This is an optimization exercise on Yosys and OpenROAD, whose aim is small area, a short achievable clock period and few clock cycles per item, not a production implementation. The RTL was checked by simulation tests, not by an equivalence proof against the original design. Power figures rest on the tool's default switching activity, not on a simulated workload.

== quartz ==
==> flow/design.v <==
`timescale 1ns / 1ps
package ilid_pkg;
  localparam int unsigned POS_W = 10;
  typedef enum logic [2:0] {
    OP_READ     = 3'd0,
    OP_INS_HEAD = 3'd1,
    OP_INS_TAIL = 3'd2,
    OP_INS_AT   = 3'd3,
    OP_DELETE   = 3'd4
  } opcode_e;
  typedef enum logic [1:0] {
    ST_DONE  = 2'd0,
    ST_RANGE = 2'd1,
    ST_FULL  = 2'd2
  } status_e;
  typedef enum logic [1:0] {
    SH_HOLD   = 2'd0,
    SH_INSERT = 2'd1,
    SH_DELETE = 2'd2
  } shift_e;
  typedef struct packed {
    logic [2:0]          opcode;
    logic signed [11:0]  position;
    logic signed [31:0]  item_value;
  } ilid_cmd_t;
  typedef struct packed {
    logic signed [31:0]  read_value;
    logic [1:0]          status;
    logic [10:0]         entry_count;
  } ilid_res_t;
  typedef struct packed {
    shift_e              mode;
    logic [POS_W-1:0]    target;
    logic signed [31:0]  value;
  } ilid_ctrl_t;
endpackage
`timescale 1ns / 1ps
module ilid_cell (
  input  logic               clk_i,
  input  logic               we_i,
  input  logic signed [31:0] wdata_i,
  output logic signed [31:0] value_o
);
  logic signed [31:0] value_q;
  always_ff @(posedge clk_i) begin
    if (we_i) value_q <= wdata_i;
  end
  assign value_o = value_q;
endmodule
`timescale 1ns / 1ps
module indexed_list_insert_delete_unit #(
  parameter int unsigned CAPACITY = 64
) (
  input  logic      clk_i,
  input  logic      rst_ni,
  input  logic      start,
  output logic      busy,
  input  ilid_pkg::ilid_cmd_t cmd_i,
  output logic      done_o,
  output ilid_pkg::ilid_res_t res_o
);
  localparam int unsigned CntW = $clog2(CAPACITY + 1);
  localparam int unsigned IdxW = $clog2(CAPACITY);
  localparam int unsigned Last = CAPACITY - 1;
  assign busy = 1'b0;
  logic               cmd_v;
  logic [2:0]         cmd_op;
  logic [11:0]        cmd_pos;
  logic signed [31:0] cmd_val;
  assign cmd_v   = start;
  assign cmd_op  = cmd_i.opcode;
  assign cmd_pos = cmd_i.position;
  assign cmd_val = cmd_i.item_value;
  logic [CntW-1:0] cnt_q, cnt_d;
  logic            pos_neg, pos_lt, pos_gt, full;
  logic            do_ins, do_del, do_rd, rd_err;
  logic [1:0]      status;
  logic [IdxW-1:0] target;
  assign pos_neg = cmd_pos[11];
  assign pos_lt  = !pos_neg && ({1'b0, cmd_pos[10:0]} <  12'(cnt_q));
  assign pos_gt  = !pos_neg && ({1'b0, cmd_pos[10:0]} >  12'(cnt_q));
  assign full    = (cnt_q == CntW'(CAPACITY));
  always_comb begin
    do_ins = 1'b0;
    do_del = 1'b0;
    do_rd  = 1'b0;
    rd_err = 1'b0;
    status = ilid_pkg::ST_DONE;
    target = cmd_pos[IdxW-1:0];
    unique case (cmd_op)
      ilid_pkg::OP_READ: begin
        if (pos_lt) do_rd = 1'b1;
        else begin
          rd_err = 1'b1;
          status = ilid_pkg::ST_RANGE;
        end
      end
      ilid_pkg::OP_INS_HEAD, ilid_pkg::OP_INS_TAIL, ilid_pkg::OP_INS_AT: begin
        if (cmd_op == ilid_pkg::OP_INS_HEAD || (cmd_op == ilid_pkg::OP_INS_AT && pos_neg)) begin
          target = '0;
        end else if (cmd_op == ilid_pkg::OP_INS_TAIL) begin
          target = cnt_q[IdxW-1:0];
        end
        if (cmd_op == ilid_pkg::OP_INS_AT && pos_gt) status = ilid_pkg::ST_RANGE;
        else if (full)                              status = ilid_pkg::ST_FULL;
        else                                        do_ins = 1'b1;
      end
      ilid_pkg::OP_DELETE: begin
        if (pos_lt) do_del = 1'b1;
        else        status = ilid_pkg::ST_RANGE;
      end
      default: status = ilid_pkg::ST_RANGE;
    endcase
    if (!cmd_v) begin
      do_ins = 1'b0;
      do_del = 1'b0;
      do_rd  = 1'b0;
    end
  end
  always_comb begin
    cnt_d = cnt_q;
    if (do_ins)      cnt_d = cnt_q + CntW'(1);
    else if (do_del) cnt_d = cnt_q - CntW'(1);
  end
  logic                v1_q;
  logic [IdxW-1:0]     t1_q;
  logic [CAPACITY-1:0] pe1_q;    
  logic                ins1_q, del1_q, rd1_q;
  logic signed [31:0]  val1_q;
  logic                rderr1_q;
  logic [1:0]          status1_q;
  logic [CntW-1:0]     cnt1_q;
  always_ff @(posedge clk_i or negedge rst_ni) begin
    if (!rst_ni) begin
      cnt_q <= '0;
      v1_q  <= 1'b0;
    end else begin
      cnt_q <= cnt_d;
      v1_q  <= cmd_v;
    end
  end
  always_ff @(posedge clk_i) begin
    t1_q      <= target;
    for (int i = 0; i < CAPACITY; i++) pe1_q[i] <= (cmd_pos[IdxW-1:0] == IdxW'(i));
    ins1_q    <= do_ins;
    del1_q    <= do_del;
    rd1_q     <= do_rd;
    val1_q    <= cmd_val;
    rderr1_q  <= rd_err;
    status1_q <= status;
    cnt1_q    <= cnt_d;
  end
  logic [CAPACITY-1:0] s0, s1;
  always_comb begin
    for (int i = 0; i < CAPACITY; i++) begin
      logic eq, gt;
      eq = (IdxW'(i) == t1_q);
      gt = (IdxW'(i) >  t1_q);
      if (i == Last) begin
        s0[i] = (ins1_q & gt) | del1_q;
        s1[i] = del1_q;
      end else begin
        s0[i] = ins1_q & (eq | gt);
        s1[i] = (ins1_q & eq) | (del1_q & (eq | gt));
      end
    end
  end
  logic [IdxW-1:0] map_q [CAPACITY];
  logic [IdxW-1:0] tgt_slot;
  logic [IdxW-1:0] new_slot;
  assign new_slot = map_q[Last];
  always_comb begin
    tgt_slot = '0;
    for (int i = 0; i < CAPACITY; i++) begin
      tgt_slot = tgt_slot | (map_q[i] & {IdxW{pe1_q[i]}});
    end
  end
  for (genvar g = 0; g < CAPACITY; g++) begin : g_map
    logic [IdxW-1:0] left_v, right_v, wrap_v;
    if (g == 0) begin : g_head
      assign left_v = map_q[Last];
    end else begin : g_mid_l
      assign left_v = map_q[g-1];
    end
    if (g == Last) begin : g_tail
      assign right_v = map_q[0];
      assign wrap_v  = tgt_slot;
    end else begin : g_mid_r
      assign right_v = map_q[g+1];
      assign wrap_v  = new_slot;
    end
    always_ff @(posedge clk_i or negedge rst_ni) begin
      if (!rst_ni) begin
        map_q[g] <= IdxW'(g);
      end else begin
        map_q[g] <= s1[g] ? (s0[g] ? wrap_v : right_v)
                            : (s0[g] ? left_v : map_q[g]);
      end
    end
  end
  logic signed [31:0] slot_val [CAPACITY];
  for (genvar g = 0; g < CAPACITY; g++) begin : g_slot
    ilid_cell u_cell (
      .clk_i   (clk_i),
      .we_i    (ins1_q && (new_slot == IdxW'(g))),
      .wdata_i (val1_q),
      .value_o (slot_val[g])
    );
  end
  logic            v2_q;
  logic            rd2_q;
  logic [IdxW-1:0] slot2_q;
  logic            rderr2_q;
  logic [1:0]      status2_q;
  logic [CntW-1:0] cnt2_q;
  always_ff @(posedge clk_i or negedge rst_ni) begin
    if (!rst_ni) v2_q <= 1'b0;
    else         v2_q <= v1_q;
  end
  always_ff @(posedge clk_i) begin
    rd2_q     <= rd1_q;
    slot2_q   <= tgt_slot;
    rderr2_q  <= rderr1_q;
    status2_q <= status1_q;
    cnt2_q    <= cnt1_q;
  end
  localparam int unsigned Groups = 4;
  localparam int unsigned GrpSz  = CAPACITY / Groups;
  logic [CAPACITY-1:0] rs;
  always_comb begin
    for (int j = 0; j < CAPACITY; j++) begin
      rs[j] = rd2_q && (slot2_q == IdxW'(j));
    end
  end
  logic signed [31:0] grp_d [Groups];
  logic signed [31:0] grp_q [Groups];
  always_comb begin
    for (int k = 0; k < Groups; k++) begin
      grp_d[k] = 32'sd0;
      for (int j = k * GrpSz; j < (k + 1) * GrpSz; j++) begin
        grp_d[k] = grp_d[k] | (slot_val[j] & {32{rs[j]}});
      end
    end
  end
  logic            v3_q;
  logic            rderr3_q;
  logic [1:0]      status3_q;
  logic [CntW-1:0] cnt3_q;
  always_ff @(posedge clk_i or negedge rst_ni) begin
    if (!rst_ni) v3_q <= 1'b0;
    else         v3_q <= v2_q;
  end
  always_ff @(posedge clk_i) begin
    for (int k = 0; k < Groups; k++) grp_q[k] <= grp_d[k];
    rderr3_q  <= rderr2_q;
    status3_q <= status2_q;
    cnt3_q    <= cnt2_q;
  end
  logic signed [31:0] rd_bus;
  always_comb begin
    rd_bus = {32{rderr3_q}};
    for (int k = 0; k < Groups; k++) rd_bus = rd_bus | grp_q[k];
  end
  logic                done_q;
  ilid_pkg::ilid_res_t res_q;
  always_ff @(posedge clk_i or negedge rst_ni) begin
    if (!rst_ni) done_q <= 1'b0;
    else         done_q <= v3_q;
  end
  always_ff @(posedge clk_i) begin
    res_q.read_value  <= rd_bus;
    res_q.status      <= status3_q;
    res_q.entry_count <= 11'(cnt3_q);
  end
  assign done_o = done_q;
  assign res_o  = res_q;
endmodule
`timescale 1ns / 1ps
module ilid_top (
  input  logic        clk_i,
  input  logic        rst_ni,
  input  logic        start,
  output logic        busy,
  input  logic [2:0]  cmd_opcode,
  input  logic [11:0] cmd_position,
  input  logic [31:0] cmd_value,
  output logic        done_o,
  output logic [31:0] res_value,
  output logic [1:0]  res_status,
  output logic [10:0] res_count
);
  ilid_pkg::ilid_cmd_t cmd;
  ilid_pkg::ilid_res_t res;
  assign cmd.opcode     = cmd_opcode;
  assign cmd.position   = cmd_position;
  assign cmd.item_value = cmd_value;
  indexed_list_insert_delete_unit #(
    .CAPACITY(64)
  ) u_unit (
    .clk_i  (clk_i),
    .rst_ni (rst_ni),
    .start  (start),
    .busy   (busy),
    .cmd_i  (cmd),
    .done_o (done_o),
    .res_o  (res)
  );
  assign res_value  = res.read_value;
  assign res_status = res.status;
  assign res_count  = res.entry_count;
endmodule
Settings: LEC_CHECK=0, CAP_MARGIN=20, CELL_PAD_IN_SITES_DETAIL_PLACEMENT=0, CELL_PAD_IN_SITES_GLOBAL_PLACEMENT=0, CORE_MARGIN=2, CORE_UTILIZATION=55, PLACE_DENSITY=0.65, SETUP_SLACK_MARGIN=4.8, SLEW_MARGIN=20; clock period 8.0 ns.
run.sh (not shown) runs the stock make flow with config.mk's settings and CLKGATE_MAP_FILE= SYNTH_SCRIPT=/design/flow/synth_recipe.tcl, a recipe that flattens the netlist after the stock synthesis.
Testbench counts of quartz, summed over its fixed seeds: cycles 80,032, items 80,000.
[inputs] ember vs quartz
- CTS_CLUSTER_SIZE now 24, previously not set
- CTS_CLUSTER_DIAMETER now 80, previously not set
Findings:
Adder and majority gate portion of the synthesized area essentially unchanged between quartz and ember.
Multi-input logic portion of the cell area in ember is 0.89 points above quartz.
ember ends up with a count of non-filler cells in the finished layout that is about 2.5% lower than in quartz.
Final-layout clock buffer total, ember vs quartz: down by more than a quarter
ember finished every step from synthesis to the final layout, and the layout passed the timing, design-rule and antenna checks.
ember against quartz: post-route clock period utilization has remained practically unchanged, via count decreased by 1.9% relative to the old numbers, worst path arrival time dropped 0.04 ns.
Of quartz and ember, the higher share of power burned in the clock network belongs to quartz.
Across both runs, design area was lower for ember than for quartz.

========
Setup of zinc:
ilid_top, a different RTL version from the one above (not shown whole).
Size: about 7600 cells after synthesis, ~2800 flip-flops, about 97 I/O pins.
Settings: LEC_CHECK=0, CAP_MARGIN=20, CELL_PAD_IN_SITES_DETAIL_PLACEMENT=0, CELL_PAD_IN_SITES_GLOBAL_PLACEMENT=0, CORE_MARGIN=2, CORE_UTILIZATION=55, CTS_CLUSTER_DIAMETER=80, CTS_CLUSTER_SIZE=24, PLACE_DENSITY=0.65, SETUP_SLACK_MARGIN=5.0, SLEW_MARGIN=20; clock period 8.0 ns.
Testbench counts of zinc, summed over its fixed seeds: cycles 80,032, items 80,000.
Inputs modified between zinc and lagoon:
- swapping 5.0 for 4.8 in SETUP_SLACK_MARGIN
Findings:
Post-CTS setup buffer count, zinc and lagoon: larger value in lagoon. lagoon -> zinc: sum of negative setup slack delta 0, exact match. Per the comparison of lagoon with zinc, achievable clock frequency dropped 25 MHz; proportion of cell area occupied by multi-input gates about even. On CTS clock-pin slew for the worst setup and hold paths, zinc tracks lagoon almost exactly. Launching element of the worst setup path = u_unit.del1_q$_DFF_P_: lagoon; launching element of the worst setup path = u_unit.map_q[29][5]$_DFFE_PN0P_: zinc. From zinc to lagoon the numbers moved as follows: detailed-routed wire length on met2 comparable; overall power of the completed layout lost 110 µW; multi-input combinational cell count was more or less identical.

[what the ideal ports hide]
How much do the figures lean on ideal ports? The routed layouts below were timed once more, with nothing changed but the port constraints.
Step 1 sets driving cells, clkbuf_16 on the clock port and buf_2 on the other inputs (assumed; they add their load-dependent delay and slew).
Step 2 also shifts input and output timing later by t, the mid clock arrival at the registers, as if the neighbouring blocks saw the same clock.
Slacks: ideal / step 1 / step 2; pairs: ideal / step 1.
run	t, ns	setup WS [ns]	worst setup path after step 2	worst register clock-pin slew, ns
quartz	1.014	4.669 / 4.669 / 3.920	input to register	0.07 / 0.07
ember	0.949	4.658 / 4.658 / 4.001	input to register	0.10 / 0.10
zinc	0.931	4.925 / 4.887 / 4.247	input to register	0.10 / 0.10
lagoon	0.913	4.669 / 4.669 / 4.043	input to register	0.10 / 0.10
After both steps setup and hold are still met in every run listed. The setup slack of quartz, which loses most, moves by 0.000 ns with the drivers and by -0.749 ns with both steps.
